Context: an optimization exercise on an open-source flow, tuned for small area and a short achievable clock period. The choices shown serve that exercise and are no tape-out recipe.
Function was checked by simulation only, so behaviour that the tests miss may differ from the original.
No activity file was given, so power comes from the tool's default toggle rates.

==> flow/design.v, too long to show whole: its modules and the start of the top module <==
// module pipe_mult: 7 lines
// module delay_line: 14 lines
// module barrett_cfg: 63 lines
// module barrett_reduce: 4508 lines
// module barrett_top: 47 lines
module barrett_top (
  input  logic        clk_i,
  input  logic        rst_ni,
  input  logic        cfg_we_i,
  input  logic [47:0] cfg_i,         
  input  logic        in_valid_i,
  input  logic [35:0] in_i,          
  output logic        out_valid_o,
  output logic [19:0] out_o          
);
  // ...
==> flow/run.sh <==
#!/bin/bash
# synth_recipe.tcl (not shown) runs the flow's synth.tcl, then flattens the netlist and writes it again
# the make line also repeats each setting of config.mk as NAME=value (left out here)
make -C /OpenROAD-flow-scripts/flow DESIGN_CONFIG=/design/flow/config.mk WORK_HOME=/design/flow/orfs CLKGATE_MAP_FILE= SYNTH_SCRIPT=/design/flow/synth_recipe.tcl finish
==> flow/config.mk <==
export PLATFORM = sky130hd
export DESIGN_NAME = barrett_top
export DESIGN_NICKNAME = barrett_top
export VERILOG_FILES = /design/flow/design.v
export SDC_FILE = /design/flow/constraint.sdc
export NUM_CORES = 4
export LEC_CHECK = 0
export CAP_MARGIN = 20
export CORE_MARGIN = 2
export CORE_UTILIZATION = 65
export CTS_BUF_LIST = sky130_fd_sc_hd__clkbuf_8
export CTS_CLUSTER_SIZE = 40
export PLACE_DENSITY = 0.75
export SETUP_SLACK_MARGIN = 4.1
export SLEW_MARGIN = 20
==> flow/constraint.sdc <==
create_clock -name core_clock -period 7.0 [get_ports {clk_i}]
set_input_delay 1.4000 -clock core_clock [delete_from_list [all_inputs] [get_ports {clk_i}]]
set_output_delay 1.4000 -clock core_clock [all_outputs]
set_load 0.01 [all_outputs]
==> impl_metrics.csv, run 1 <==
group,metric,value,unit
final_layout,multi_input_area_share,51.45,%
critical_path,r2r_setup_slack,4050,ps
yosys,synth.cell_area,19740,um2
timing,finalClockSkew,31.39,ps
outcome,status,"complete, no violations",
timing,maxSlewViolCount,0,
power_and_ir_drop,peakVddDrop,0.2926,mV
power_and_ir_drop,internal_power,7415,uW
final_layout,most-common-layout-cells,"251 x dfxtp_1, 237 x inv_1, 204 x xnor2_1",
timing,whs,324.6,ps
grt,grt_use_met1,41.85,%
min_path,hold_path_end,"barrett_reduce_i.s3_xl_1099_q",
die,rows,63,
min_path,whs_path_depth,0,
final_layout,final_core_util,77.52,%
clock_network,cts_buffer_depth,3,
power_and_ir_drop,powerSeq,3250,uW
timing,clock.fmax,338.9,MHz
grt,met3_usage,5.072,%
critical_path,arrival,3400,ps
grt,grtUsageMet2,48.26,%
critical_path,r2r_cells,10,
grt,grtUsageTotal,30.11,%
route,detail-route-antenna-nets,0,
critical_path,slowest_delay,550,ps
grt,grt_first_pass_wirelength,73820,um
yosys,synth_area_leaders,"dfxtp_1 28%, fa_1 16%, xnor2_1 9.1%",
power_and_ir_drop,pg_clk,1740,uW
critical_path,path_cells,"inv_2, fa_1, inv_2, ha_4, nand3_4, a221oi_4, a31oi_4, o31ai_2, a311o_1, fa_1",
==> module barrett_cfg, before the edit <==
module barrett_cfg (
  input  logic        clk_i,
  input  logic        cfg_we_i,
  input  logic [15:0] q_i,
  input  logic [31:0] mu_i,
  output logic [3:0]  s_o,
  output logic [15:0] q_o,
  output logic [8:0]  m1_one_o,
  output logic [8:0]  m1_two_o,
  output logic [7:0]  m1_neg_o,
  output logic [8:0]  m2_one_o,
  output logic [7:0]  m2_two_o,
  output logic [7:0]  m2_neg_o
);
  logic [3:0]  s_calc;
  logic [18:0] mb;    
  logic [18:0] qb;    
  logic [8:0]  m1_one, m1_two, m1_neg, m2_one, m2_two;
  logic       z8, z4h, z4l;
  logic [3:0] t;    
  logic [7:0] u;    
  assign z8  = ~|q_i[15:8];
  assign z4h = ~|q_i[15:12];
  assign z4l = ~|q_i[7:4];
  always_comb begin
    for (int i = 0; i < 4; i++) t[i] = ~|q_i[4*i+3 -: 2];
    for (int i = 0; i < 8; i++) u[i] = ~q_i[2*i+1];
  end
  assign s_calc[3] = z8;
  assign s_calc[2] = z8 ? z4l : z4h;
  assign s_calc[1] = z8 ? (z4l ? t[0] : t[1]) : (z4h ? t[2] : t[3]);
  assign s_calc[0] = z8 ? (z4l ? (t[0] ? u[0] : u[1]) : (t[1] ? u[2] : u[3]))
                        : (z4h ? (t[2] ? u[4] : u[5]) : (t[3] ? u[6] : u[7]));
  assign mb = {1'b0, (mu_i[17] ? 17'h1ffff : mu_i[16:0]), 1'b0};
  assign qb = {2'b00, q_o, 1'b0};
  always_comb begin
    for (int i = 0; i < 9; i++) begin
      m1_one[i] = mb[2*i+1] ^ mb[2*i];
      m1_two[i] = (mb[2*i+2] & ~mb[2*i+1] & ~mb[2*i])
                | (~mb[2*i+2] & mb[2*i+1] & mb[2*i]);
      m1_neg[i] = mb[2*i+2];
      m2_one[i] = qb[2*i+1] ^ qb[2*i];
      m2_two[i] = (qb[2*i+2] & ~qb[2*i+1] & ~qb[2*i])
                | (~qb[2*i+2] & qb[2*i+1] & qb[2*i]);
    end
  end
  always_ff @(posedge clk_i) begin
    if (cfg_we_i) begin
      s_o      <= s_calc;
      q_o      <= q_i;
      m1_one_o <= m1_one;
      m1_two_o <= m1_two;
      m1_neg_o <= m1_neg[7:0];
    end
  end
  always_ff @(posedge clk_i) begin
    m2_one_o <= m2_one;
    m2_two_o <= m2_two[7:0];
  end
  always_comb begin
    for (int i = 0; i < 8; i++) m2_neg_o[i] = ~q_o[2*i+1];
  end
endmodule
==> inputs of run 2 (changes only) <==
--- a/flow/design.v
+++ b/flow/design.v
@@ -77,3 +77,3 @@
   assign mb = {1'b0, (mu_i[17] ? 17'h1ffff : mu_i[16:0]), 1'b0};
-  assign qb = {2'b00, q_o, 1'b0};
+  assign qb = {2'b00, q_i, 1'b0};
   always_comb begin
@@ -96,8 +96,6 @@
       m1_neg_o <= m1_neg[7:0];
+      m2_one_o <= m2_one;
+      m2_two_o <= m2_two[7:0];
     end
   end
-  always_ff @(posedge clk_i) begin
-    m2_one_o <= m2_one;
-    m2_two_o <= m2_two[7:0];
-  end
   always_comb begin
--- a/flow/config.mk
+++ b/flow/config.mk
@@ -12,4 +12,3 @@
 export CTS_CLUSTER_SIZE = 40
-export PLACE_DENSITY = 0.75
-export SETUP_SLACK_MARGIN = 4.1
+export SETUP_SLACK_MARGIN = 4.0
 export SLEW_MARGIN = 20
==> impl_metrics.csv, run 2 <==
group,metric,value,unit
outcome,status,"complete, no violations",
route,drcViolationCount,0,
route,vias,13850,
clock_network,clk_pin_slew,60,ps
power_and_ir_drop,cellPowerDensity,545.2,nW/um2
critical_path,path_cells,"clkdlybuf4s50_1, or4_4, nor4b_4, a2111oi_0",
timing,tightest_slew,828.7,ps
timing,hold_violations,0,
timing,rsz0062_at_grt,"yes",
final_layout,stdcell_count,2384,
grt,grtUsageTotal,29.29,%
power_and_ir_drop,peakVddDrop,0.2562,mV
die,rows,63,
yosys,syn-num-nets,2194,
clock_network,htree_levels,2,
critical_path,critPathSlowestCell,"or4_4",
critical_path,critPathLaunchType,"input port",
final_layout,fill_cells,2105,
route,drt-total-wl,46820,um
critical_path,worstPathMaxFanout,8,
yosys,synth-seq-cells,327,
timing,clock.fmax,337.1,MHz
timing,finalCriticalPeriod,2966,ps
final_layout,mostFrequentLayoutCell,"dfxtp_1",
flow_run,maxCapViolations,0,
final_layout,seq_area,7197,um2
final_layout,multi_input_area,11530,um2
critical_path,r2r_setup_slack,4060,ps
yosys,ys_seq_area_share,36.35,%
die,die_h,178.4,um
die,ios,109,
yosys,yosys_warnings,2,
die,die-area,31820,um2
critical_path,cp.buffers_inverters,1,
die,die_w,178.4,um
clock_network,clk_latency,600,ps
timing,fin_crit_sh,42.37,%
yosys,synth-edff-count,61,
die,placeableCoreArea,29800,um2
timing,maxSlewViolCount,0,
final_layout,reg_top3,"barrett_cfg_i.q_o: 16 flops, barrett_reduce_i.r_o: 16 flops",
yosys,synthCells,1856,
grt,grt.overflow.total,0,
route,dr.pass1.iters,5,
route,wl_per_cell,19.64,um
timing,finalClockSkew,40.08,ps
die,initial_core_util,66.35,%
critical_path,worstPathRequired,7260,ps
grt,grt_first_pass_wirelength,72150,um
min_path,hold_class,"register to register",
placed_design,hpwl,33930,um
yosys,synth.cell_area,19770,um2
yosys,synthMostInstantiatedCell,"dfxtp_1",
critical_path,arrival,3230,ps
timing,setup_viol,0,
clock_network,cts_buffer_depth,3,
grt,antenna_found_initial,0,
yosys,yosysTopAreaCell,"dfxtp_1",
critical_path,slowest_delay,650,ps
critical_path,crit_family,"simple AND/OR/NAND/NOR gates",
yosys,synth_top_area_share,26.33,%
grt,grt_pass1_vias,13930,
power_and_ir_drop,p_leak,0.009701,uW
placed_design,gp_congestion,0.9288,
final_layout,area_growth,13.90,%
placed_design,place_inst,2240,
timing,whs,317.8,ps
timing,fin_setup_tns,0,ps
yosys,synth_cell_types,74,
final_layout,fin_nets,2290,
yosys,postSynth.asyncResetShare,1.835,%
clock_network,ctsHoldBuffers,0,
final_layout,most-common-layout-cells,"252 x dfxtp_1, 246 x inv_1, 205 x xnor2_1",
grt,grt_max_degree,62,
clock_network,cts.sinks,327,
yosys,ys_top_cells_by_count,"260 x dfxtp_1, 220 x inv_1, 205 x xnor2_1",
route,drt-initial-drc-count,914,
critical_path,worstSetupPathType,"input port to register",
yosys,syn_avg_cell_area,10.65,um2
clock_network,clock-root-buffer,"clkbuf_8",
placed_design,port_buffers,94,
final_layout,diodes,0,
route,viasPerCell,5.810,
critical_path,endpoint_kind,"register",
clock_network,cts_made_buffers,53,
timing,relSlewSlack,44.75,%
yosys,synth_area_leaders,"dfxtp_1 26%, fa_1 16%, edfxtp_1 9.3%",
yosys,yosys_most_used_dff,"dfxtp_1",
final_layout,layout-drive-gt1-share,11.28,%
clock_network,tritoncts,"built",
route,detail-route-antenna-nets,0,
## run 2: worst register-to-register path, cell delays in order, from the launching register on
cell and delay (ps):
edfxtp_1 440, buf_12 160, buf_4 120, ha_1 220, nand2b_1 170, a21oi_1 180, nand2b_1 190, a21oi_2 100
o31ai_4 290, a31o_4 250, mux2i_1 460, mux2i_1 280
## run 2: stage by stage
step                util, %  total power [uW]  setup WS, ps  area, um2
global route          75.57             13400          3914      22520
finish                75.57             12280          4034      22520
detailed placement    69.87             10130          2812      20820
global placement      69.87              9859          2945      20820
CTS                   74.12             11970          3974      22080
floorplan                 -              8299          3967      19770
## run 2: cell families after synthesis
logic type                 after synthesis  synth area share (%)
AOI/OAI and AO/OA                      361                 12.94
xor gates and xnor gates               280                 12.54
adders and majority gates              250                 21.75
buffers and inverters                  337                 6.563
DFF                                    327                 36.35
muxes                                   73                 4.146
and+or+nand+nor                        228                 5.715
## run 2: where the power goes
part,switching (uW),internal [uW]
Sequential,595,2660
Combinational,3890,3620
Clock,730,781
Total,5220,7060
## run 2: metal layers
layer | GRT usage [%] | routed length, um
met4 | 12.06 | 2039
met5 | 0 | 0
met2 | 48.83 | 22210
met1 | 38.12 | 19330
met3 | 4.795 | 3238
## run 2: area by class of cell
cell class	count	area share [%]
tap	390	2.167
timing repair buffer	150	6.479
clock buffer	60	3.667
multi-input combinational	1192	51.19
sequential	327	31.96
inverter	228	3.856
clock inverter	37	0.6835
## run 2: worst paths after layout
| path | from | endpoint | cells past startpoint |
|---|---|---|---|
| max in group asynchronous | rst_ni | barrett_reduce_i.v_q[4] | 1 |
| min reg2reg | barrett_reduce_i.s2_xl_792_q | barrett_reduce_i.s3_xl_1104_q | 0 |
| max reg2reg | barrett_cfg_i.q_o[0] | barrett_reduce_i.r_o[0] | 11 |
| max | cfg_i[45] | barrett_cfg_i.s_o[1] | 4 |
| min | barrett_reduce_i.s2_xl_792_q | barrett_reduce_i.s3_xl_1104_q | 0 |
| min in group asynchronous | rst_ni | barrett_reduce_i.v_q[2] | 1 |
## run 2: timing repair
item	CTS	global route
resized for setup	27	38
setup endpoints to repair	43	39
setup buffers	19	27
pin swaps	10	15
gates cloned	0	1
==> inputs of run 3 (changes only) <==
==> flow/flow/run.sh (new file) <==
#!/bin/bash
# The standard layout, with plain buf_1 cells (not clkdlybuf4s50_1) as the
# port buffers that ORFS inserts before global placement. make's full output
# goes to standard.log; each ORFS step also keeps its own log under orfs/logs.
set -euo pipefail
export BUFFER_PORTS_ARGS="-buffer_cell sky130_fd_sc_hd__buf_1"
bash standard.sh > standard.log 2>&1
==> flow/standard.sh (new file) <==
#!/bin/bash
# synth_recipe.tcl (not shown) runs the flow's synth.tcl, then flattens the netlist and writes it again
# the make line also repeats each setting of config.mk as NAME=value (left out here)
make -C /OpenROAD-flow-scripts/flow DESIGN_CONFIG=/design/flow/config.mk WORK_HOME=/design/flow/orfs CLKGATE_MAP_FILE= SYNTH_SCRIPT=/design/flow/synth_recipe.tcl "${@:-finish}"
removed: flow/run.sh
==> impl_metrics.csv, run 3 <==
group,metric,value,unit
timing,finalClockSkew,25.75,ps
yosys,synth.cell_area,19770,um2
route,detail-route-antenna-nets,0,
placed_design,port_buffers,94,
route,drt-initial-drc-count,1100,
die,rows,63,
outcome,status,"complete, no violations",
critical_path,worstPathRequired,7480,ps
route,vias,13840,
die,placeableCoreArea,29800,um2
yosys,synth_top_area_share,26.33,%
route,dr.pass1.iters,5,
yosys,ys_top_cells_by_count,"260 x dfxtp_1, 220 x inv_1, 205 x xnor2_1",
timing,whs,325.1,ps
clock_network,ctsHoldBuffers,0,
power_and_ir_drop,p_leak,0.009537,uW
grt,grt_max_degree,62,
timing,tightest_slew,866.9,ps
grt,grt_pass1_vias,13630,
clock_network,clk_pin_slew,60,ps
final_layout,reg_top3,"barrett_cfg_i.q_o: 16 flops, barrett_reduce_i.r_o: 16 flops",
critical_path,critPathLaunchType,"register",
yosys,synth_cell_types,74,
yosys,synthCells,1856,
grt,antenna_found_initial,0,
power_and_ir_drop,peakVddDrop,0.2744,mV
timing,clock.fmax,330.7,MHz
die,die_h,178.4,um
yosys,synth_area_leaders,"dfxtp_1 26%, fa_1 16%, edfxtp_1 9.3%",
timing,fin_crit_sh,43.20,%
yosys,syn-num-nets,2194,
critical_path,r2r_start,"barrett_cfg_i.q_o[0]",
critical_path,r2r_cells,12,
yosys,yosys_warnings,2,
final_layout,fill_cells,2139,
final_layout,diodes,0,
final_layout,multi_input_area,11520,um2
die,ios,109,
clock_network,cts.sinks,327,
route,viasPerCell,5.789,
clock_network,htree_levels,2,
clock_network,cts_buffer_depth,3,
timing,rsz0062_at_grt,"yes",
yosys,yosys_most_used_dff,"dfxtp_1",
final_layout,fin_nets,2292,
critical_path,endpoint_kind,"register",
grt,grtUsageTotal,29.12,%
timing,maxSlewViolCount,0,
final_layout,most-common-layout-cells,"252 x dfxtp_1, 233 x inv_1, 204 x xnor2_1",
yosys,ys_seq_area_share,36.35,%
clock_network,clk_latency,600,ps
critical_path,worstSetupPathType,"register to register",
yosys,syn_avg_cell_area,10.65,um2
yosys,synthMostInstantiatedCell,"dfxtp_1",
final_layout,area_growth,12.42,%
power_and_ir_drop,power,12550,uW
final_layout,mostFrequentLayoutCell,"dfxtp_1",
clock_network,cts_made_buffers,54,
power_and_ir_drop,cellPowerDensity,564.9,nW/um2
min_path,hold_class,"register to register",
clock_network,tritoncts,"built",
critical_path,crit_path_start,"barrett_cfg_i.q_o[0]",
grt,grt.overflow.total,0,
timing,finalCriticalPeriod,3024,ps
flow_run,maxCapViolations,0,
route,drt-total-wl,45980,um
route,drcViolationCount,0,
final_layout,layout-drive-gt1-share,12.45,%
grt,grt_first_pass_wirelength,71610,um
route,wl_per_cell,19.24,um
critical_path,worstPathMaxFanout,5,
final_layout,seq_area,7197,um2
timing,fin_setup_tns,0,ps
timing,hold_violations,0,
placed_design,gp_congestion,0.8978,
die,die_w,178.4,um
critical_path,arrival,3510,ps
die,die-area,31820,um2
critical_path,r2r_setup_slack,3980,ps
critical_path,worstReg2RegEnd,"barrett_reduce_i.r_o[2]",
yosys,synth-edff-count,61,
placed_design,hpwl,33360,um
timing,relSlewSlack,42.13,%
timing,setup_viol,0,
clock_network,clock-root-buffer,"clkbuf_8",
yosys,yosysTopAreaCell,"dfxtp_1",
die,initial_core_util,66.35,%
yosys,synth-seq-cells,327,
yosys,postSynth.asyncResetShare,1.835,%
critical_path,endpoint,"barrett_reduce_i.r_o[2]",
[run 3: cell types whose count changed in the layout (fill, tap and decap cells not counted), sizes merged]
cell	change
clkinvlp	+1
clkinv	+1
clkdlybuf4s50	-93
clkbuf	+12
inv	-12
buf	+92
bufinv	+5
[run 3: layout make-up]
| type | instances | share of cell area [%] |
|---|---|---|
| multi-input combinational | 1192 | 51.82 |
| sequential | 327 | 32.38 |
| inverter | 228 | 3.902 |
| clock buffer | 70 | 4.335 |
| timing repair buffer | 151 | 4.059 |
| tap | 390 | 2.196 |
| clock inverter | 32 | 1.306 |
[run 3: worst max-delay path, cell delays in order, from the launching register on]
cell and delay (ps):
edfxtp_1 440, buf_12 160, ha_4 150, fa_2 360
nor2b_2 150, o31a_1 240, o21ba_4 210, a21oi_4 70
o21ai_4 210, xor2_4 220, buf_12 150, mux2_4 290
mux2_4 270
[run 3: worst min path at each step]
stage                                        from  depth (start not counted)                               to  slack (ps)
finish              barrett_reduce_i.s3_xl_1101_q                          0  barrett_reduce_i.s4_cols_1605_q         330
global placement    barrett_reduce_i.s2_tag_804_q                          0   barrett_reduce_i.s3_tag_1116_q         310
global route        barrett_reduce_i.s3_xl_1099_q                          0  barrett_reduce_i.s4_cols_1599_q         330
CTS                 barrett_reduce_i.s3_xl_1103_q                          0  barrett_reduce_i.s4_cols_1611_q         330
detailed placement  barrett_reduce_i.s2_tag_805_q                          0   barrett_reduce_i.s3_tag_1117_q         310
floorplan            barrett_reduce_i.s1_tag_19_q                          0    barrett_reduce_i.s2_tag_802_q         310
[run 3: cells by family (layout without fill, tap and decap cells)]
logic type / count (synthesis) / in the layout / share of synthesized area [%]
compound gates: 361 / 361 / 12.94
buf+inv: 337 / 481 / 6.563
flops: 327 / 327 / 36.35
xor+xnor: 280 / 280 / 12.54
fa+ha+maj: 250 / 250 / 21.75
simple gates: 228 / 228 / 5.715
mux: 73 / 73 / 4.146
[run 3: where the power goes]
part / switching [uW] / internal [uW]
clock network: 772 / 1090
registers: 592 / 2650
logic: 3890 / 3550
total: 5260 / 7300
[run 3: timing repair]
| item | 4_1_cts | 5_1_grt |
|---|---|---|
| gates resized for setup | 27 | 39 |
| setup endpoints to repair | 43 | 41 |
| cloned | 0 | 2 |
| setup buffers | 17 | 29 |
| pin swaps | 9 | 13 |
[run 3: stage by stage]
stage	utilization, %	setup WS [ps]	instances	instance area [um2]
after floorplan	-	3967	1856	19770
after global placement	67.92	2911	2240	20240
after detailed placement	67.92	2913	2240	20240
after CTS	73.04	3938	2359	21760
after global routing	74.59	3907	2390	22220
final	74.59	3976	2390	22220
[run 3: layer usage]
layer | global-route usage (%) | share of wire, % | vias to the layer above
met2 | 47.14 | 47 | 536
met5 | 0 | 0 | -
met3 | 6.095 | 7.6 | 109
met1 | 39.03 | 42 | 6765
met4 | 10.09 | 3.2 | 0
li1 | - | - | 6426
==> inputs of run 4 (changes only) <==
--- a/flow/design.v
+++ b/flow/design.v
@@ -77,3 +77,3 @@
   assign mb = {1'b0, (mu_i[17] ? 17'h1ffff : mu_i[16:0]), 1'b0};
-  assign qb = {2'b00, q_i, 1'b0};
+  assign qb = {2'b00, q_o, 1'b0};
   always_comb begin
@@ -96,6 +96,8 @@
       m1_neg_o <= m1_neg[7:0];
-      m2_one_o <= m2_one;
-      m2_two_o <= m2_two[7:0];
     end
   end
+  always_ff @(posedge clk_i) begin
+    m2_one_o <= m2_one;
+    m2_two_o <= m2_two[7:0];
+  end
   always_comb begin
--- a/flow/config.mk
+++ b/flow/config.mk
@@ -12,3 +12,3 @@
 export CTS_CLUSTER_SIZE = 40
-export SETUP_SLACK_MARGIN = 4.0
+export SETUP_SLACK_MARGIN = 4.1
 export SLEW_MARGIN = 20
==> impl_metrics.csv, run 4 <==
group,metric,value,unit
outcome,status,"complete, no violations",
clock_network,clock-root-buffer,"clkbuf_8",
route,dr.pass1.iters,6,
route,drt-total-wl,47900,um
yosys,yosys_most_used_dff,"dfxtp_1",
grt,grtUsageTotal,30.21,%
final_layout,layout-drive-gt1-share,15.24,%
route,wl_met1,21140,um
die,initial_core_util,66.24,%
min_path,hold_class,"register to register",
grt,grt_max_degree,47,
critical_path,worstSetupPathType,"register to register",
critical_path,worstPathRequired,7440,ps
yosys,synthMostInstantiatedCell,"dfxtp_1",
power_and_ir_drop,cellPowerDensity,568.4,nW/um2
final_layout,fin_nets,2317,
grt,grt_pass1_vias,13560,
route,detail-route-antenna-nets,0,
min_path,whs_path_depth,0,
clock_network,ctsHoldBuffers,0,
critical_path,arrival,3400,ps
route,met3_length,4113,um
final_layout,mostFrequentLayoutCell,"dfxtp_1",
route,wl_per_cell,19.86,um
die,placeableCoreArea,29800,um2
grt,grt_first_pass_wirelength,73900,um
placed_design,gp_congestion,0.9502,
die,die_w,178.3,um
yosys,synth-seq-cells,329,
critical_path,critPathSlowestCell,"fa_1",
timing,finalCriticalPeriod,2963,ps
route,wl_met2,21540,um
yosys,synth-edff-count,46,
power_and_ir_drop,p_leak,0.009600,uW
power_and_ir_drop,peakVddDrop,0.3149,mV
clock_network,htree_levels,2,
clock_network,clk_pin_slew,60,ps
placed_design,place_inst,2251,
grt,grt.overflow.total,0,
placed_design,hpwl,34160,um
final_layout,fill_cells,2036,
flow_run,maxCapViolations,0,
timing,hold_violations,0,
timing,relSlewSlack,50.49,%
die,rows,63,
timing,tightest_slew,742.7,ps
yosys,synth_cell_types,75,
yosys,postSynth.asyncResetShare,1.824,%
clock_network,cts.sinks,329,
clock_network,cts_made_buffers,51,
critical_path,worstReg2RegEnd,"barrett_reduce_i.s3_qh_1130_q",
route,routed.top_layer,"met4",
min_path,hold_start,"barrett_reduce_i.s2_xl_788_q",
timing,finalClockSkew,21.47,ps
min_path,hold_path_end,"barrett_reduce_i.s3_xl_1100_q",
timing,fin_crit_sh,42.33,%
final_layout,area_growth,14.06,%
critical_path,r2r_cells,10,
route,vias,13970,
route,viasPerCell,5.791,
clock_network,cts_buffer_depth,3,
critical_path,path_cells,"inv_2, fa_1, inv_2, ha_4, nand3_4, a221oi_4, a31oi_4, o31ai_4, a311o_1, fa_1",
critical_path,critPathLaunchType,"register",
yosys,yosys_warnings,2,
final_layout,stdcell_count,2412,
yosys,synth_top_area_share,28.10,%
yosys,ys_seq_area_share,35.85,%
yosys,ys_top_cells_by_count,"277 x dfxtp_1, 229 x inv_1, 205 x xnor2_1",
critical_path,crit_family,"adder cells",
clock_network,clk_latency,580,ps
grt,antenna_found_initial,1,
route,drt-initial-drc-count,1272,
yosys,synth.cell_area,19740,um2
critical_path,r2r_start,"barrett_reduce_i.s2_cols_811_q",
yosys,syn-num-nets,2206,
yosys,syn_avg_cell_area,10.57,um2
placed_design,port_buffers,94,
critical_path,slowest_delay,540,ps
timing,maxSlewViolCount,0,
critical_path,worstPathMaxFanout,3,
critical_path,cp.buffers_inverters,2,
clock_network,tritoncts,"built",
final_layout,most-common-layout-cells,"255 x dfxtp_1, 235 x inv_1, 205 x xnor2_1",
route,drcViolationCount,0,
yosys,synthCells,1868,
die,die-area,31770,um2
critical_path,r2r_setup_slack,4040,ps
yosys,yosysTopAreaCell,"dfxtp_1",
critical_path,endpoint_kind,"register",
timing,setup_viol,0,
timing,fin_setup_tns,0,ps
die,die_h,178.3,um
final_layout,reg_top3,"barrett_cfg_i.q_o: 16 flops, barrett_reduce_i.r_o: 16 flops",
die,ios,109,
yosys,synth_area_leaders,"dfxtp_1 28%, fa_1 16%, xnor2_1 9.1%",
timing,rsz0062_at_grt,"yes",
timing,clock.fmax,337.5,MHz
==> run 4: per-layer routing <==
metal	GRT usage, %	up-vias
met5	0	-
met1	43.70	6845
met2	46.29	543
li1	-	6489
met4	7.215	0
met3	7.055	92
==> run 4: final cells by class <==
class	count	area (um2)	share of cell area (%)
antenna	1	2.502	0.01112
multi-input combinational	1193	11870	52.74
sequential	329	7107	31.57
timing repair buffer	169	1017	4.518
clock inverter	35	269.0	1.195
inverter	235	930.9	4.135
tap	390	488.0	2.168
clock buffer	60	825.8	3.668
==> run 4: repair_timing <==
item	4_1_cts	5_1_grt
setup endpoints to repair	56	44
resized for setup	69	66
setup buffers	46	18
cloned	1	0
pin swaps	20	39
==> run 4: cells by family (layout without fill, tap and decap cells) <==
group / after synthesis / after routing / synth area share [%]
buf+inv: 347 / 499 / 6.713
simple gates: 217 / 218 / 5.338
xor+xnor: 278 / 278 / 12.37
compound gates: 376 / 376 / 13.60
flops: 329 / 329 / 35.85
fa+ha+maj: 250 / 250 / 21.78
mux: 71 / 71 / 4.336
other cells: 0 / 1 / 0
==> run 4: through the flow <==
| stage | power (uW) | hold WS (ps) | utilization [%] | instance area [um2] | setup slack (ps) |
|---|---|---|---|---|---|
| 3_5_place_dp | 10040 | 312.1 | 68.01 | 20270 | 2971 |
| 3_3_place_gp | 9803 | 311.5 | 68.01 | 20270 | 2997 |
| 5_1_grt | 13920 | 324.1 | 75.55 | 22510 | 3914 |
| 2_1_floorplan | 8277 | 309.6 | - | 19850 | 4106 |
| 4_1_cts | 12340 | 323.1 | 73.86 | 22010 | 3995 |
| 6_report | 12800 | 322.6 | 75.56 | 22510 | 4037 |
==> run 4: how the worst max path moves through the flow <==
| stage | start | end | cells past startpoint |
|---|---|---|---|
| 5_1_grt | barrett_reduce_i.s2_cols_811_q | barrett_reduce_i.s3_qh_1130_q | 10 |
| 2_1_floorplan | barrett_cfg_i.q_o[3] | barrett_reduce_i.r_o[11] | 12 |
| 6_report | barrett_reduce_i.s2_cols_811_q | barrett_reduce_i.s3_qh_1130_q | 10 |
| 3_5_place_dp | barrett_cfg_i.q_o[9] | barrett_reduce_i.r_o[11] | 11 |
| 4_1_cts | barrett_reduce_i.s2_cols_811_q | barrett_reduce_i.s3_qh_1130_q | 10 |
| 3_3_place_gp | barrett_cfg_i.q_o[9] | barrett_reduce_i.r_o[11] | 11 |
==> run 4: power breakdown <==
group / leakage, uW / total, uW / switching (uW) / internal [uW]
Clock: 0.000628 / 1680 / 748 / 935
Combinational: 0.00612 / 7870 / 4160 / 3720
Sequential: 0.00285 / 3240 / 588 / 2650
Total: 0.00960 / 12800 / 5490 / 7310
==> inputs of run 5 (changes only) <==
--- a/flow/config.mk
+++ b/flow/config.mk
@@ -12,2 +12,3 @@
 export CTS_CLUSTER_SIZE = 40
+export PLACE_DENSITY = 0.85
 export SETUP_SLACK_MARGIN = 4.1
==> impl_metrics.csv, run 5 <==
group,metric,value,unit
clock_network,htree_levels,2,
final_layout,fin_nets,2320,
final_layout,most-common-layout-cells,"255 x dfxtp_1, 230 x inv_1, 204 x xnor2_1",
yosys,syn-num-nets,2206,
yosys,synthMostInstantiatedCell,"dfxtp_1",
power_and_ir_drop,p_sw_share,43.47,%
power_and_ir_drop,pwr-share-seq,24.5,%
clock_network,tritoncts,"built",
timing,rsz0062_at_grt,"yes",
final_layout,fin_area,22550,um2
power_and_ir_drop,internal_power,7552,uW
grt,grt.busiest_layer,"met2",
yosys,ys_top_cells_by_count,"277 x dfxtp_1, 229 x inv_1, 205 x xnor2_1",
grt,grt_first_pass_wirelength,78200,um
yosys,synth_cell_types,75,
yosys,syn_avg_cell_area,10.57,um2
critical_path,arrival,3570,ps
flow_run,maxCapViolations,0,
power_and_ir_drop,power.switching,5808,uW
power_and_ir_drop,peakVddDrop,0.2877,mV
final_layout,mostFrequentLayoutCell,"dfxtp_1",
placed_design,placed_cell_area,20220,um2
die,initial_core_util,66.24,%
route,vias,15160,
die,die_w,178.3,um
clock_network,cts_made_buffers,52,
route,drt-total-wl,52930,um
timing,hold_violations,0,
die,die_h,178.3,um
final_layout,reg_top3,"barrett_cfg_i.q_o: 16 flops, barrett_reduce_i.r_o: 16 flops",
power_and_ir_drop,p_leak,0.009632,uW
yosys,synthCells,1868,
outcome,status,"complete, no violations",
timing,setup_viol,0,
timing,finalCriticalPeriod,3103,ps
grt,grt_max_degree,47,
die,die-area,31770,um2
yosys,synth-edff-count,46,
route,drt-initial-drc-count,1841,
yosys,postSynth.asyncResetShare,1.824,%
power_and_ir_drop,pwr-share-clk,13.8,%
clock_network,cts.sinks,329,
grt,grt_pass1_vias,14890,
route,wl_per_cell,21.93,um
final_layout,diodes,0,
placed_design,gp_congestion,0.9428,
critical_path,worstPathMaxFanout,2,
critical_path,cp.buffers_inverters,2,
timing,tightest_slew,1106,ps
yosys,yosys_warnings,2,
grt,grtUsageMet2,51.20,%
grt,antenna_found_initial,0,
critical_path,worstPathRequired,7470,ps
route,drcViolationCount,0,
min_path,hold_class,"register to register",
yosys,synth_top_area_share,28.10,%
route,detail-route-antenna-nets,0,
final_layout,area_growth,14.26,%
grt,met3_usage,7.289,%
final_layout,stdcell_count,2414,
critical_path,critPathSlowestCell,"fa_1",
clock_network,ctsHoldBuffers,0,
critical_path,worstSetupPathType,"register to register",
timing,clock.fmax,322.3,MHz
clock_network,clk_pin_slew,90,ps
critical_path,r2r_setup_slack,3900,ps
yosys,yosys_most_used_dff,"dfxtp_1",
timing,finalClockSkew,38.05,ps
yosys,synth-seq-cells,329,
route,dr.pass1.iters,10,
route,viasPerCell,6.279,
critical_path,critPathLaunchType,"register",
die,ios,109,
placed_design,port_buffers,94,
grt,grt.overflow.total,0,
die,rows,63,
placed_design,place_inst,2245,
timing,fin_setup_tns,0,ps
power_and_ir_drop,combPwrFrac,61.7,%
grt,grtUsageTotal,31.67,%
critical_path,crit_family,"adder cells",
clock_network,cts_buffer_depth,3,
critical_path,endpoint_kind,"register",
yosys,yosysTopAreaCell,"dfxtp_1",
critical_path,path_cells,"inv_2, fa_1, inv_2, ha_4, o21a_1, nor2_4, a211oi_2, o21a_1, o31a_1, nor2_4, o21ai_2, fa_2",
final_layout,layout-drive-gt1-share,15.46,%
timing,fin_crit_sh,44.33,%
placed_design,hpwl,32830,um
timing,relSlewSlack,26.23,%
grt,grt_use_met1,40.02,%
yosys,ys_seq_area_share,35.85,%
clock_network,clk_latency,610,ps
critical_path,slowest_delay,510,ps
yosys,synth_area_leaders,"dfxtp_1 28%, fa_1 16%, xnor2_1 9.1%",
power_and_ir_drop,cellPowerDensity,592.4,nW/um2
timing,maxSlewViolCount,0,
die,placeableCoreArea,29800,um2
clock_network,clock-root-buffer,"clkbuf_8",
yosys,synth.cell_area,19740,um2
==> run 5: cell types whose count changed in the layout (fill, tap and decap cells not counted), sizes merged <==
cell and delta:
clkinv -1, inv -2, buf +4, diode -1, bufinv +2, nand3b -1, clkinvlp +1
==> run 5: routing by layer <==
metal  routed length, um  share of wire, %  up-vias
li1                    -                 -     6518
met5                   0                 0        -
met2               24460                46     1108
met4                3380               6.4        0
met3                5912                11      325
met1               19180                36     7207
==> run 5: logic make-up (layout without fill, tap and decap cells) <==
| kind of cell | after synthesis | in the layout | synth area share (%) |
|---|---|---|---|
| AOI/OAI and AO/OA | 376 | 376 | 13.60 |
| adders and majority gates | 250 | 250 | 21.78 |
| xor gates and xnor gates | 278 | 278 | 12.37 |
| DFF | 329 | 329 | 35.85 |
| and+or+nand+nor | 217 | 217 | 5.338 |
| muxes | 71 | 71 | 4.336 |
| buffers and inverters | 347 | 503 | 6.713 |
==> run 5: cell type report <==
type                            count  area, um2
Multi-Input combinational cell   1192      11790
Fill cell                        1803       7244
Sequential cell                   329       7107
Timing Repair Buffer              172       1061
Inverter                          235      909.6
Clock buffer                       61      839.6
Tap cell                          390      488.0
Clock inverter                     35      352.8
==> run 5: timing repair <==
action | 4_1_cts | 5_1_grt
setup buffers | 45 | 28
gates resized for setup | 53 | 72
pin swaps | 25 | 33
endpoints found under the setup margin | 53 | 54
==> run 5: final timing paths <==
| path | depth (start not counted) | start | to |
|---|---|---|---|
| max | 12 | barrett_reduce_i.s4_cols_1607_q | barrett_reduce_i.s5_r_1852_q |
| min | 0 | barrett_reduce_i.s3_xl_1101_q | barrett_reduce_i.s4_cols_1605_q |
| max reg2reg | 12 | barrett_reduce_i.s4_cols_1607_q | barrett_reduce_i.s5_r_1852_q |
| min reg2reg | 0 | barrett_reduce_i.s3_xl_1101_q | barrett_reduce_i.s4_cols_1605_q |
| max in group asynchronous | 1 | rst_ni | barrett_reduce_i.v_q[4] |
| min in group asynchronous | 1 | rst_ni | barrett_reduce_i.v_q[0] |
==> run 5: stage by stage <==
step | hold WS [ps] | utilization, % | total power, uW | worst slack (ps)
2_1_floorplan | 309.6 | - | 8277 | 4106
6_report | 317.1 | 75.69 | 13360 | 3897
5_1_grt | 328.7 | 75.69 | 14310 | 3860
3_5_place_dp | 312.1 | 67.86 | 9955 | 3032
4_1_cts | 322.7 | 73.80 | 12440 | 4047
3_3_place_gp | 310.5 | 67.86 | 9533 | 3047
==> run 5: power groups by stage <==
| stage | registers (uW) | clock network, uW | logic [uW] |
|---|---|---|---|
| after global placement | 3250 | 0 | 6290 |
| after floorplan | 2930 | 0 | 5350 |
| after global routing | 3320 | 1940 | 9040 |
| after detailed placement | 3280 | 0 | 6680 |
| after CTS | 3220 | 1840 | 7370 |
| final | 3280 | 1840 | 8240 |
==> inputs of run 6 (changes only) <==
--- a/flow/config.mk
+++ b/flow/config.mk
@@ -9,6 +9,6 @@
 export CORE_MARGIN = 2
-export CORE_UTILIZATION = 65
+export CORE_UTILIZATION = 75
 export CTS_BUF_LIST = sky130_fd_sc_hd__clkbuf_8
 export CTS_CLUSTER_SIZE = 40
-export PLACE_DENSITY = 0.85
+export PLACE_DENSITY = 0.82
 export SETUP_SLACK_MARGIN = 4.1
==> impl_metrics.csv, run 6 <==
group,metric,value,unit
timing,rsz0062_at_grt,"yes",
power_and_ir_drop,combPwrFrac,62.8,%
power_and_ir_drop,pwr-share-seq,24.4,%
final_layout,area_growth,12.89,%
route,drt-total-wl,52480,um
die,die_h,166.2,um
critical_path,worstSetupPathType,"register to register",
timing,finalClockSkew,38.21,ps
critical_path,endpoint_kind,"register",
clock_network,tritoncts,"built",
yosys,synthMostInstantiatedCell,"dfxtp_1",
power_and_ir_drop,internal_power,7487,uW
final_layout,diodes,0,
critical_path,worstPathRequired,7470,ps
final_layout,fin_area,22280,um2
placed_design,gp_congestion,0.9572,
critical_path,path_cells,"inv_1, fa_1, inv_2, ha_4, nand3_4, a221oi_4, a31oi_4, o31ai_4, a311o_1, fa_1",
power_and_ir_drop,cellPowerDensity,604.6,nW/um2
yosys,yosys_warnings,2,
yosys,synth_cell_types,75,
die,rows,59,
yosys,postSynth.asyncResetShare,1.824,%
route,vias,14750,
outcome,status,"complete, no violations",
die,initial_core_util,75.96,%
min_path,hold_class,"register to register",
power_and_ir_drop,peakVddDrop,0.6716,mV
placed_design,placed_cell_area,20170,um2
route,viasPerCell,6.283,
critical_path,critPathLaunchType,"register",
grt,antenna_found_initial,0,
critical_path,worstPathMaxFanout,3,
critical_path,cp_common_cell,"fa_1",
die,ios,109,
final_layout,stdcell_count,2347,
final_layout,layout-drive-gt1-share,14.86,%
yosys,ys_seq_area_share,35.85,%
placed_design,place_inst,2193,
route,wl_per_cell,22.36,um
clock_network,clk_latency,600,ps
yosys,synth_top_area_share,28.10,%
route,detail-route-antenna-nets,0,
clock_network,htree_levels,2,
grt,grt_max_degree,47,
final_layout,mostFrequentLayoutCell,"dfxtp_1",
timing,setup_viol,0,
clock_network,ctsHoldBuffers,0,
grt,grtUsageTotal,35.37,%
clock_network,cts_made_buffers,52,
yosys,synth-edff-count,46,
power_and_ir_drop,power.switching,5986,uW
timing,finalCriticalPeriod,3070,ps
power_and_ir_drop,p_sw_share,44.43,%
die,die_w,166.2,um
yosys,yosysTopAreaCell,"dfxtp_1",
yosys,synth-seq-cells,329,
die,die-area,27630,um2
power_and_ir_drop,pwr-share-clk,12.8,%
final_layout,reg_top3,"barrett_cfg_i.q_o: 16 flops, barrett_reduce_i.r_o: 16 flops",
placed_design,hpwl,34040,um
timing,maxSlewViolCount,0,
timing,fin_setup_tns,0,ps
yosys,synth_area_leaders,"dfxtp_1 28%, fa_1 16%, xnor2_1 9.1%",
yosys,synth.cell_area,19740,um2
timing,fin_crit_sh,43.86,%
critical_path,arrival,3540,ps
final_layout,most-common-layout-cells,"251 x dfxtp_1, 236 x inv_1, 205 x xnor2_1",
yosys,syn-num-nets,2206,
yosys,syn_avg_cell_area,10.57,um2
clock_network,cts_buffer_depth,3,
route,drcViolationCount,0,
timing,whs,316.1,ps
critical_path,critPathSlowestCell,"fa_1",
flow_run,maxCapViolations,0,
route,dr.pass1.iters,6,
grt,grt.overflow.total,0,
timing,hold_violations,0,
grt,grt_first_pass_wirelength,77270,um
yosys,synthCells,1868,
grt,grt_pass1_vias,14690,
timing,clock.fmax,325.7,MHz
timing,relSlewSlack,47.19,%
die,placeableCoreArea,25980,um2
power_and_ir_drop,p_leak,0.009539,uW
clock_network,cts.sinks,329,
final_layout,fin_nets,2307,
yosys,ys_top_cells_by_count,"277 x dfxtp_1, 229 x inv_1, 205 x xnor2_1",
critical_path,slowest_delay,540,ps
route,drt-initial-drc-count,1606,
clock_network,clock-root-buffer,"clkbuf_8",
clock_network,clk_pin_slew,70,ps
placed_design,port_buffers,94,
yosys,yosys_most_used_dff,"dfxtp_1",
timing,tightest_slew,792.2,ps
run 6: per-stage QoR:
step	setup slack [ps]	total power (uW)	utilization [%]
floorplan	4106	8277	-
finish	3930	13470	85.75
detailed placement	2962	10020	77.64
global route	3883	14400	85.75
CTS	4032	12310	83.85
global placement	3043	9634	77.64
run 6: metal layers:
layer	global-route usage (%)	wire, um	vias to the layer above
met2	55.67	24610	885
met3	10.30	5539	193
met4	14.51	2248	0
met5	0	0	-
met1	46.43	20090	7184
li1	-	-	6484
run 6: cell type report:
class | instances | area [um2]
clock buffer | 68 | 935.9
clock inverter | 29 | 195.2
fill | 1341 | 3702
inverter | 235 | 920.9
multi-input combinational | 1192 | 11790
sequential | 329 | 7112
tap | 335 | 419.2
timing repair buffer | 159 | 910.9
run 6: repair_timing:
action | CTS | global route
setup endpoints to repair | 58 | 53
cloned | 0 | 0
resized for setup | 57 | 66
setup buffers | 35 | 22
pin swaps | 23 | 35
run 6: final timing paths:
path / from / slack (ps) / endpoint / cells past startpoint
max in group asynchronous: rst_ni / 6100 / barrett_reduce_i.v_q[3] / 1
setup / recovery: barrett_reduce_i.s2_cols_810_q / 3930 / barrett_reduce_i.s3_qh_1130_q / 10
hold / removal: barrett_reduce_i.s2_xl_794_q / 320 / barrett_reduce_i.s3_xl_1106_q / 0
min in group asynchronous: rst_ni / 650 / barrett_reduce_i.v_q[0] / 1
hold reg to reg: barrett_reduce_i.s2_xl_794_q / 320 / barrett_reduce_i.s3_xl_1106_q / 0
setup reg to reg: barrett_reduce_i.s2_cols_810_q / 3930 / barrett_reduce_i.s3_qh_1130_q / 10
run 6: critical path, delay by kind of cell, from the launching register on:
family | cells | cell delay [ps]
buffers and inverters | 2 | 110
AND/OR/NAND/NOR | 1 | 90
flip-flops | 1 | 340
AO/OA/AOI/OAI | 4 | 1120
adder cells (fa/ha/maj) | 3 | 1270
run 6: kinds of logic (layout without fill, tap and decap cells):
family	count (synthesis)	in the layout	synth area share (%)
multiplexers	71	71	4.336
XOR/XNOR	278	278	12.37
AND/OR/NAND/NOR	217	217	5.338
adder cells (fa/ha/maj)	250	250	21.78
flip-flops	329	329	35.85
AO/OA/AOI/OAI	376	376	13.60
buffers and inverters	347	491	6.713
run 6: power groups by stage:
stage          Sequential [uW]  Clock (uW)  Combinational [uW]
6_report                  3290        1730                8460
3_5_place_dp              3270           0                6750
5_1_grt                   3320        1830                9250
3_3_place_gp              3250           0                6380
4_1_cts                   3230        1720                7350
2_1_floorplan             2930           0                5350
==> inputs of run 7 (changes only) <==
--- a/flow/config.mk
+++ b/flow/config.mk
@@ -9,7 +9,7 @@
 export CORE_MARGIN = 2
-export CORE_UTILIZATION = 75
+export CORE_UTILIZATION = 65
 export CTS_BUF_LIST = sky130_fd_sc_hd__clkbuf_8
 export CTS_CLUSTER_SIZE = 40
-export PLACE_DENSITY = 0.82
-export SETUP_SLACK_MARGIN = 4.1
+export PLACE_DENSITY = 0.75
+export SETUP_SLACK_MARGIN = 4.25
 export SLEW_MARGIN = 20
==> impl_metrics.csv, run 7 <==
group,metric,value,unit
clock_network,clk_latency,590,ps
die,die-area,31770,um2
yosys,synth-seq-cells,329,
die,placeableCoreArea,29800,um2
route,wl_per_cell,20.15,um
min_path,hold_start,"barrett_reduce_i.s1_tag_20_q",
critical_path,crit_path_start,"barrett_reduce_i.s2_cols_809_q",
clock_network,clk_pin_slew,60,ps
grt,grtUsageTotal,30.48,%
grt,grt_max_degree,47,
timing,rsz0062_at_grt,"yes",
route,drt-initial-drc-count,1264,
clock_network,cts_made_buffers,53,
timing,hold_violations,0,
yosys,synthCells,1868,
yosys,synth.cell_area,19740,um2
route,dr.pass1.iters,6,
clock_network,cts.sinks,329,
grt,grt.overflow.total,0,
flow_run,maxCapViolations,0,
clock_network,clock-root-buffer,"clkbuf_8",
placed_design,gp_congestion,0.9143,
timing,fin_setup_tns,0,ps
final_layout,layout-drive-gt1-share,18.07,%
outcome,status,"complete, no violations",
critical_path,worstPathRequired,7460,ps
grt,grt_pass1_vias,14200,
yosys,synth-edff-count,46,
grt,grt_first_pass_wirelength,74780,um
yosys,yosys_most_used_dff,"dfxtp_1",
clock_network,tritoncts,"built",
timing,setup_viol,0,
clock_network,htree_levels,2,
route,vias,14300,
final_layout,diodes,0,
route,drt-total-wl,49340,um
power_and_ir_drop,cellPowerDensity,568.4,nW/um2
critical_path,path_cells,"inv_2, fa_1, inv_2, ha_4, nand3_4, a221oi_4, a31oi_4, o31ai_2, a311o_1, fa_1",
die,rows,63,
route,viasPerCell,5.838,
timing,maxSlewViolCount,0,
timing,finalClockSkew,20.24,ps
final_layout,fin_nets,2353,
die,ios,109,
die,initial_core_util,66.24,%
yosys,synth_area_leaders,"dfxtp_1 28%, fa_1 16%, xnor2_1 9.1%",
timing,clock.fmax,338.7,MHz
clock_network,ctsHoldBuffers,0,
yosys,yosys_warnings,2,
critical_path,critPathSlowestCell,"fa_1",
critical_path,critPathLaunchType,"register",
yosys,syn-num-nets,2206,
power_and_ir_drop,peakVddDrop,0.2774,mV
clock_network,cts_buffer_depth,3,
route,detail-route-antenna-nets,0,
critical_path,crit_family,"adder cells",
placed_design,hpwl,33210,um
grt,antenna_found_initial,0,
die,die_w,178.3,um
yosys,yosysTopAreaCell,"dfxtp_1",
yosys,synthMostInstantiatedCell,"dfxtp_1",
final_layout,fill_cells,1928,
power_and_ir_drop,p_leak,0.009814,uW
final_layout,reg_top3,"barrett_cfg_i.q_o: 16 flops, barrett_reduce_i.r_o: 16 flops",
critical_path,r2r_start,"barrett_reduce_i.s2_cols_809_q",
critical_path,slowest_delay,540,ps
critical_path,cp.buffers_inverters,2,
yosys,synth_cell_types,75,
route,drcViolationCount,0,
die,die_h,178.3,um
timing,finalCriticalPeriod,2953,ps
critical_path,arrival,3410,ps
timing,whs,325.7,ps
timing,fin_crit_sh,42.18,%
yosys,postSynth.asyncResetShare,1.824,%
placed_design,port_buffers,94,
final_layout,mostFrequentLayoutCell,"dfxtp_1",
critical_path,worstSetupPathType,"register to register",
timing,tightest_slew,777.7,ps
min_path,hold_class,"register to register",
critical_path,worstPathMaxFanout,3,
final_layout,area_growth,16.57,%
yosys,ys_top_cells_by_count,"277 x dfxtp_1, 229 x inv_1, 205 x xnor2_1",
yosys,syn_avg_cell_area,10.57,um2
critical_path,endpoint_kind,"register",
yosys,ys_seq_area_share,35.85,%
final_layout,most-common-layout-cells,"249 x dfxtp_1, 228 x inv_1, 202 x xnor2_1",
timing,relSlewSlack,48.15,%
yosys,synth_top_area_share,28.10,%
## run 7: repair_timing
action	CTS	global route
setup endpoints to repair	80	55
pin swaps	26	42
resized for setup	87	87
setup buffers	60	40
gates cloned	1	0
## run 7: final cells by class
| type | count | area (um2) | share of cell area, % |
|---|---|---|---|
| Multi-Input combinational cell | 1193 | 12030 | 52.28 |
| Sequential cell | 329 | 7124 | 30.96 |
| Timing Repair Buffer | 203 | 1365 | 5.933 |
| Inverter | 235 | 923.4 | 4.013 |
| Clock buffer | 67 | 922.1 | 4.008 |
| Tap cell | 390 | 488.0 | 2.121 |
| Clock inverter | 32 | 156.4 | 0.6798 |
## run 7: path summary, 6_finish.rpt
| path | end | depth (start not counted) | slack, ps |
|---|---|---|---|
| min in group asynchronous | barrett_reduce_i.v_q[3] | 1 | 670 |
| min | barrett_reduce_i.s2_tag_803_q | 0 | 330 |
| max in group asynchronous | barrett_reduce_i.v_q[0] | 1 | 6100 |
| min reg2reg | barrett_reduce_i.s2_tag_803_q | 0 | 330 |
| max | barrett_reduce_i.s3_qh_1130_q | 10 | 4050 |
| max reg2reg | barrett_reduce_i.s3_qh_1130_q | 10 | 4050 |
## run 7: metrics by stage
stage               setup slack, ps  instance area [um2]  cells  util (%)  total power, uW
floorplan                      4133                19960   1868         -             8383
global placement               3048                20340   2249     68.26             9833
detailed placement             2963                20340   2249     68.26            10110
CTS                            4029                22250   2409     74.68            12480
global route                   3937                23010   2449     77.22            14160
finish                         4047                23010   2449     77.22            13080
## run 7: logic make-up after synthesis
kind of cell | share of synthesized area [%]
adders and majority gates | 21.78
xor gates and xnor gates | 12.37
muxes | 4.336
DFF | 35.85
buffers and inverters | 6.713
AOI/OAI and AO/OA | 13.60
and+or+nand+nor | 5.338
## run 7: report_power, final
group | total, uW | internal [uW] | leakage [uW] | switching, uW
registers | 3250 | 2660 | 0.00286 | 588
clock network | 1640 | 870 | 0.000607 | 771
logic | 8190 | 3950 | 0.00635 | 4250
## run 7: layer usage
metal / global-route usage (%) / wire length, um / vias up
li1: - / - / 6574
met1: 41.22 / 20110 / 6983
met2: 48.69 / 23210 / 641
met3: 7.140 / 4602 / 100
met4: 9.892 / 1408 / 0
met5: 0 / 0 / -
==> inputs of run 8 (changes only) <==
--- a/flow/config.mk
+++ b/flow/config.mk
@@ -13,3 +13,3 @@
 export PLACE_DENSITY = 0.75
-export SETUP_SLACK_MARGIN = 4.25
+export SETUP_SLACK_MARGIN = 4.1
 export SLEW_MARGIN = 20
==> impl_metrics.csv, run 8 <==
group,metric,value,unit
outcome,status,"complete, no violations",
final_layout,stdcell_count,2412,
critical_path,arrival,3390,ps
route,wl_per_cell,19.70,um
power_and_ir_drop,peakVddDrop,0.3049,mV
yosys,yosysTopAreaCell,"dfxtp_1",
yosys,ys_seq_area_share,35.85,%
clock_network,tritoncts,"built",
timing,maxSlewViolCount,0,
die,ios,109,
grt,antenna_found_initial,0,
route,vias,14100,
clock_network,clk_latency,590,ps
yosys,yosys_warnings,2,
timing,setup_viol,0,
timing,fin_crit_sh,41.92,%
grt,grt_first_pass_wirelength,73340,um
route,drt-initial-drc-count,1082,
grt,grt_pass1_vias,13870,
yosys,synth-seq-cells,329,
min_path,hold_class,"register to register",
timing,finalClockSkew,19.79,ps
final_layout,layout-drive-gt1-share,15.39,%
yosys,synth_top_area_share,28.10,%
grt,grtUsageTotal,29.66,%
critical_path,worstSetupPathType,"register to register",
timing,hold_violations,0,
clock_network,cts.sinks,329,
placed_design,hpwl,32940,um
yosys,synth-edff-count,46,
clock_network,clk_pin_slew,60,ps
timing,rsz0062_at_grt,"yes",
final_layout,reg_top3,"barrett_cfg_i.q_o: 16 flops, barrett_reduce_i.r_o: 16 flops",
route,drt-total-wl,47520,um
clock_network,cts_buffer_depth,3,
route,dr.pass1.iters,8,
yosys,syn-num-nets,2206,
placed_design,port_buffers,94,
timing,finalCriticalPeriod,2934,ps
die,placeableCoreArea,29800,um2
timing,tightest_slew,764.7,ps
flow_run,maxCapViolations,0,
die,die-area,31770,um2
critical_path,worstPathRequired,7450,ps
route,drcViolationCount,0,
yosys,ys_top_cells_by_count,"277 x dfxtp_1, 229 x inv_1, 205 x xnor2_1",
route,viasPerCell,5.844,
final_layout,fin_nets,2321,
clock_network,clock-root-buffer,"clkbuf_8",
route,detail-route-antenna-nets,0,
clock_network,ctsHoldBuffers,0,
yosys,synth_area_leaders,"dfxtp_1 28%, fa_1 16%, xnor2_1 9.1%",
grt,grt_max_degree,47,
critical_path,endpoint_kind,"register",
critical_path,critPathLaunchType,"register",
grt,grt.overflow.total,0,
yosys,syn_avg_cell_area,10.57,um2
yosys,synthMostInstantiatedCell,"dfxtp_1",
clock_network,htree_levels,2,
yosys,yosys_most_used_dff,"dfxtp_1",
yosys,synth.cell_area,19740,um2
die,die_w,178.3,um
final_layout,most-common-layout-cells,"256 x dfxtp_1, 239 x inv_1, 205 x xnor2_1",
timing,relSlewSlack,49.02,%
timing,clock.fmax,340.8,MHz
timing,fin_setup_tns,0,ps
final_layout,mostFrequentLayoutCell,"dfxtp_1",
yosys,postSynth.asyncResetShare,1.824,%
final_layout,area_growth,14.17,%
placed_design,place_inst,2247,
die,rows,63,
die,initial_core_util,66.24,%
yosys,synthCells,1868,
yosys,synth_cell_types,75,
critical_path,worstPathMaxFanout,3,
power_and_ir_drop,p_leak,0.009589,uW
clock_network,cts_made_buffers,53,
power_and_ir_drop,cellPowerDensity,582.1,nW/um2
placed_design,gp_congestion,0.9570,
die,die_h,178.3,um
[run 8: cell count changes in the layout (fill, tap and decap cells not counted), moves of 5 or more]
cell | before | now
clkinv_2 | 11 | 5
buf_4 | 77 | 67
clkinv_1 | 8 | 1
dfxtp_4 | 5 | 0
dfxtp_1 | 249 | 256
inv_1 | 228 | 239
buf_12 | 9 | 4
buf_6 | 22 | 7
[run 8: final timing paths]
path	startpoint	endpoint	slack, ps	depth (start not counted)
min in group asynchronous	rst_ni	barrett_reduce_i.v_q[3]	680	1
max in group asynchronous	rst_ni	barrett_reduce_i.v_q[2]	6090	1
hold / removal	barrett_reduce_i.s5_tag_1833_q	barrett_reduce_i.tag_o[1]	320	0
hold reg to reg	barrett_reduce_i.s5_tag_1833_q	barrett_reduce_i.tag_o[1]	320	0
setup / recovery	barrett_reduce_i.s4_cols_1608_q	barrett_reduce_i.s5_r_1852_q	4070	12
setup reg to reg	barrett_reduce_i.s4_cols_1608_q	barrett_reduce_i.s5_r_1852_q	4070	12
[run 8: repair_timing]
action,in CTS,in global routing
pin swaps,27,39
resized for setup,58,76
buffers inserted,48,23
endpoints found under the setup margin,57,48
[run 8: power by group]
| group | internal [uW] | leakage, uW | switching [uW] |
|---|---|---|---|
| Clock | 945 | 0.000634 | 739 |
| Sequential | 2660 | 0.00285 | 587 |
| Combinational | 3950 | 0.00610 | 4240 |
| Total | 7550 | 0.00959 | 5570 |
[run 8: kinds of logic (layout without fill, tap and decap cells)]
family	Yosys count	after routing	share of synthesized area, %
mux	71	71	4.336
xor+xnor	278	278	12.37
other cells	0	1	0
flops	329	329	35.85
simple gates	217	217	5.338
fa+ha+maj	250	250	21.78
compound gates	376	376	13.60
buf+inv	347	500	6.713
[run 8: routing by layer]
layer	global-route usage, %	vias up	part of all wire, %
met3	5.797	116	8.8
met5	0	-	0
met4	9.790	0	3.0
met2	47.45	641	47
met1	40.74	6841	41
li1	-	6498	-
[run 8: metrics by stage]
step / cell area [um2] / total power (uW) / setup WS, ps / util, % / hold WS, ps
floorplan: 19850 / 8277 / 4106 / - / 309.6
global placement: 20240 / 9695 / 2973 / 67.91 / 309.8
detailed placement: 20240 / 10010 / 2895 / 67.92 / 312.1
CTS: 21960 / 12380 / 4041 / 73.71 / 324.7
global route: 22530 / 14190 / 3986 / 75.62 / 326.1
finish: 22530 / 13120 / 4066 / 75.63 / 321.7
[run 8: final cells by class]
class	instances	area, um2
Clock buffer	65	894.6
Multi-Input combinational cell	1192	11890
Fill cell	1993	7262
Clock inverter	28	205.2
Antenna cell	1	2.502
Inverter	235	930.9
Sequential cell	329	7103
Tap cell	390	488.0
Timing Repair Buffer	172	1018
[run 8: critical path, cell delays in order (launching register included)]
cell and delay [ps]:
dfxtp_1 320, inv_1 80, fa_1 530, inv_1 70, ha_4 280, o21a_1 150, nor2_2 60, a211oi_2 240
o21a_2 250, o31a_1 180, nor2_2 60, o21ai_2 130, fa_2 440
==> inputs of run 9 (changes only) <==
--- a/flow/config.mk
+++ b/flow/config.mk
@@ -10,4 +10,5 @@
 export CORE_UTILIZATION = 65
-export CTS_BUF_LIST = sky130_fd_sc_hd__clkbuf_8
-export CTS_CLUSTER_SIZE = 40
+export CTS_BUF_LIST = sky130_fd_sc_hd__clkbuf_16
+export CTS_CLUSTER_DIAMETER = 60
+export CTS_CLUSTER_SIZE = 30
 export PLACE_DENSITY = 0.75
==> impl_metrics.csv, run 9 <==
group,metric,value,unit
timing,setup_viol,0,
route,drt-initial-drc-count,1252,
yosys,syn_avg_cell_area,10.57,um2
placed_design,port_buffers,94,
final_layout,mostFrequentLayoutCell,"dfxtp_1",
yosys,yosys_warnings,2,
clock_network,cts.sinks,329,
power_and_ir_drop,cellPowerDensity,582.2,nW/um2
yosys,synth-seq-cells,329,
grt,grt.overflow.total,0,
yosys,synth-edff-count,46,
yosys,yosys_most_used_dff,"dfxtp_1",
die,ios,109,
yosys,ys_top_cells_by_count,"277 x dfxtp_1, 229 x inv_1, 205 x xnor2_1",
clock_network,clk_latency,580,ps
grt,antenna_found_initial,0,
timing,tightest_slew,774.4,ps
critical_path,critPathSlowestCell,"edfxtp_1",
critical_path,critPathLaunchType,"register",
route,viasPerCell,5.957,
grt,grtUsageTotal,29.71,%
route,detail-route-antenna-nets,0,
final_layout,fin_area,22530,um2
timing,relSlewSlack,48.37,%
critical_path,arrival,3410,ps
timing,finalCriticalPeriod,2966,ps
clock_network,tritoncts,"built",
timing,hold_violations,0,
placed_design,gp_congestion,0.9570,
route,dr.pass1.iters,6,
die,die-area,31770,um2
yosys,ys_seq_area_share,35.85,%
critical_path,slowest_delay,470,ps
yosys,yosysTopAreaCell,"dfxtp_1",
die,initial_core_util,66.24,%
route,drt-total-wl,47570,um
final_layout,layout-drive-gt1-share,14.80,%
yosys,synth_area_leaders,"dfxtp_1 28%, fa_1 16%, xnor2_1 9.1%",
timing,finalClockSkew,43.94,ps
die,rows,63,
timing,maxSlewViolCount,0,
timing,whs,322.2,ps
power_and_ir_drop,peakVddDrop,0.3052,mV
grt,grt_first_pass_wirelength,73530,um
clock_network,cts_made_buffers,28,
clock_network,htree_levels,1,
final_layout,reg_top3,"barrett_cfg_i.q_o: 16 flops, barrett_reduce_i.r_o: 16 flops",
outcome,status,"complete, no violations",
grt,grt_max_degree,47,
route,vias,14160,
final_layout,diodes,0,
critical_path,r2r_cells,13,
min_path,whs_path_depth,0,
route,drcViolationCount,0,
power_and_ir_drop,p_leak,0.009522,uW
clock_network,clk_pin_slew,100,ps
yosys,synth_cell_types,75,
placed_design,placed_cell_area,20240,um2
critical_path,worstPathRequired,7440,ps
final_layout,final_core_util,75.62,%
final_layout,fin_nets,2303,
timing,fin_setup_tns,0,ps
route,wl_per_cell,20.01,um
clock_network,cts_buffer_depth,3,
yosys,synthCells,1868,
final_layout,area_growth,14.15,%
timing,fin_crit_sh,42.37,%
yosys,synthMostInstantiatedCell,"dfxtp_1",
yosys,postSynth.asyncResetShare,1.824,%
critical_path,endpoint_kind,"register",
timing,rsz0062_at_grt,"yes",
yosys,syn-num-nets,2206,
grt,grt_pass1_vias,13780,
timing,clock.fmax,337.1,MHz
critical_path,worstPathMaxFanout,5,
die,die_w,178.3,um
die,placeableCoreArea,29800,um2
critical_path,path_cells,"clkinv_4, ha_1, a21oi_2, o21ai_0, a21o_1, a31oi_4, o221ai_4, xnor2_2, buf_4, buf_6, buf_6, mux2i_1, mux2i_1",
placed_design,hpwl,32940,um
final_layout,most-common-layout-cells,"250 x dfxtp_1, 216 x inv_1, 205 x xnor2_1",
flow_run,maxCapViolations,0,
yosys,synth.cell_area,19740,um2
min_path,hold_class,"register to register",
critical_path,worstSetupPathType,"register to register",
yosys,synth_top_area_share,28.10,%
clock_network,clock-root-buffer,"clkbuf_16",
die,die_h,178.3,um
[run 9: cell counts after synthesis]
No cell type changed its count.
[run 9: cell type report]
cell class                 count  area, um2
sequential                   329       7113
inverter                     235      920.9
clock buffer                  29      725.7
multi-input combinational   1193      11810
fill                        1984       7266
tap                          390      488.0
clock inverter                23      385.4
timing repair buffer         178       1091
[run 9: worst paths after layout]
check	startpoint	to	slack [ps]
min in group asynchronous	rst_ni	barrett_reduce_i.v_q[3]	710
worst max register to register	barrett_cfg_i.q_o[9]	barrett_reduce_i.r_o[14]	4030
worst max-delay path	barrett_cfg_i.q_o[9]	barrett_reduce_i.r_o[14]	4030
max in group asynchronous	rst_ni	barrett_reduce_i.v_q[5]	6070
worst min register to register	barrett_reduce_i.s2_xl_793_q	barrett_reduce_i.s3_xl_1105_q	320
worst min-delay path	barrett_reduce_i.s2_xl_793_q	barrett_reduce_i.s3_xl_1105_q	320
[run 9: power by group]
group          switching [uW]  internal [uW]  total (uW)
sequential                591           2650        3240
combinational            4230           3880        8110
clock                     874            890        1760
[run 9: cell families after synthesis]
group           Yosys count  share of synthesized area (%)
simple gates            217                          5.338
buf+inv                 347                          6.713
mux                      71                          4.336
flops                   329                          35.85
xor+xnor                278                          12.37
fa+ha+maj               250                          21.78
compound gates          376                          13.60
[run 9: worst max-delay path, delay by kind of cell, from the launching register on]
kind	cells	cell delay [ps]
AO/OA/AOI/OAI	5	920
XOR/XNOR	1	220
adder cells (fa/ha/maj)	1	370
buffers and inverters	4	520
flip-flops	1	470
multiplexers	2	330
[run 9: what timing repair did]
action,4_1_cts,5_1_grt
hold buffers,0,0
pin swaps,32,40
setup buffers,49,27
gates cloned,2,0
resized for setup,69,65
setup endpoints to repair,57,48
[run 9: per-stage QoR]
| stage | cells | setup slack (ps) | power (uW) |
|---|---|---|---|
| finish | 2377 | 4034 | 13120 |
| global route | 2377 | 3908 | 14160 |
| CTS | 2350 | 3982 | 12480 |
| detailed placement | 2247 | 2895 | 10010 |
| global placement | 2247 | 2973 | 9695 |
| floorplan | 1868 | 4106 | 8277 |
[run 9: metal layers]
metal	vias to the layer above	track usage [%]	share of wire [%]	routed length, um
met5	-	0	0	0
met4	0	9.316	3.2	1540
met3	125	5.243	9.0	4269
met2	699	47.95	46	22110
met1	6881	41.02	41	19650
li1	6455	-	-	-

==> separate check: timing with driven ports <==
The results above use ideal ports. As a check the final layouts listed here were re-extracted and re-timed, cells and wires unchanged. Step 1 assumes that a clkbuf_16 drives the clock port and a buf_2 every other input. Step 2, shift: input delay + t, output delay - t, t = (earliest + latest rising clock arrival at the registers) / 2. This alone moves slack from input paths to output paths. Slacks: ideal / step 1 / step 2; pairs: ideal / step 1.
| run | t, ns | setup WS [ns] | hold WS [ns] | clock arrival spread, ns |
|---|---|---|---|---|
| run 1 | 0.636 | 4.049 / 4.049 / 3.910 | 0.325 / 0.325 / 0.325 | 0.033 / 0.032 |
| run 2 | 0.624 | 4.034 / 4.058 / 3.434 | 0.318 / 0.318 / 0.318 | 0.041 / 0.042 |
| run 3 | 0.638 | 3.976 / 3.976 / 3.569 | 0.325 / 0.325 / 0.325 | 0.028 / 0.028 |
| run 4 | 0.619 | 4.037 / 4.037 / 4.037 | 0.323 / 0.323 / 0.323 | 0.024 / 0.024 |
| run 5 | 0.640 | 3.897 / 3.897 / 3.897 | 0.317 / 0.317 / 0.317 | 0.038 / 0.038 |
| run 6 | 0.635 | 3.930 / 3.930 / 3.930 | 0.316 / 0.316 / 0.316 | 0.046 / 0.046 |
| run 7 | 0.626 | 4.047 / 4.047 / 4.047 | 0.326 / 0.326 / 0.326 | 0.021 / 0.020 |
| run 8 | 0.627 | 4.066 / 4.066 / 4.066 | 0.322 / 0.322 / 0.322 | 0.024 / 0.024 |
| run 9 | 0.611 | 4.034 / 4.034 / 4.034 | 0.322 / 0.322 / 0.322 | 0.044 / 0.044 |
After both steps every run listed still meets setup and hold. The setup slack of run 2, which loses most, moves by +0.024 ns with the drivers and by -0.600 ns with both steps.
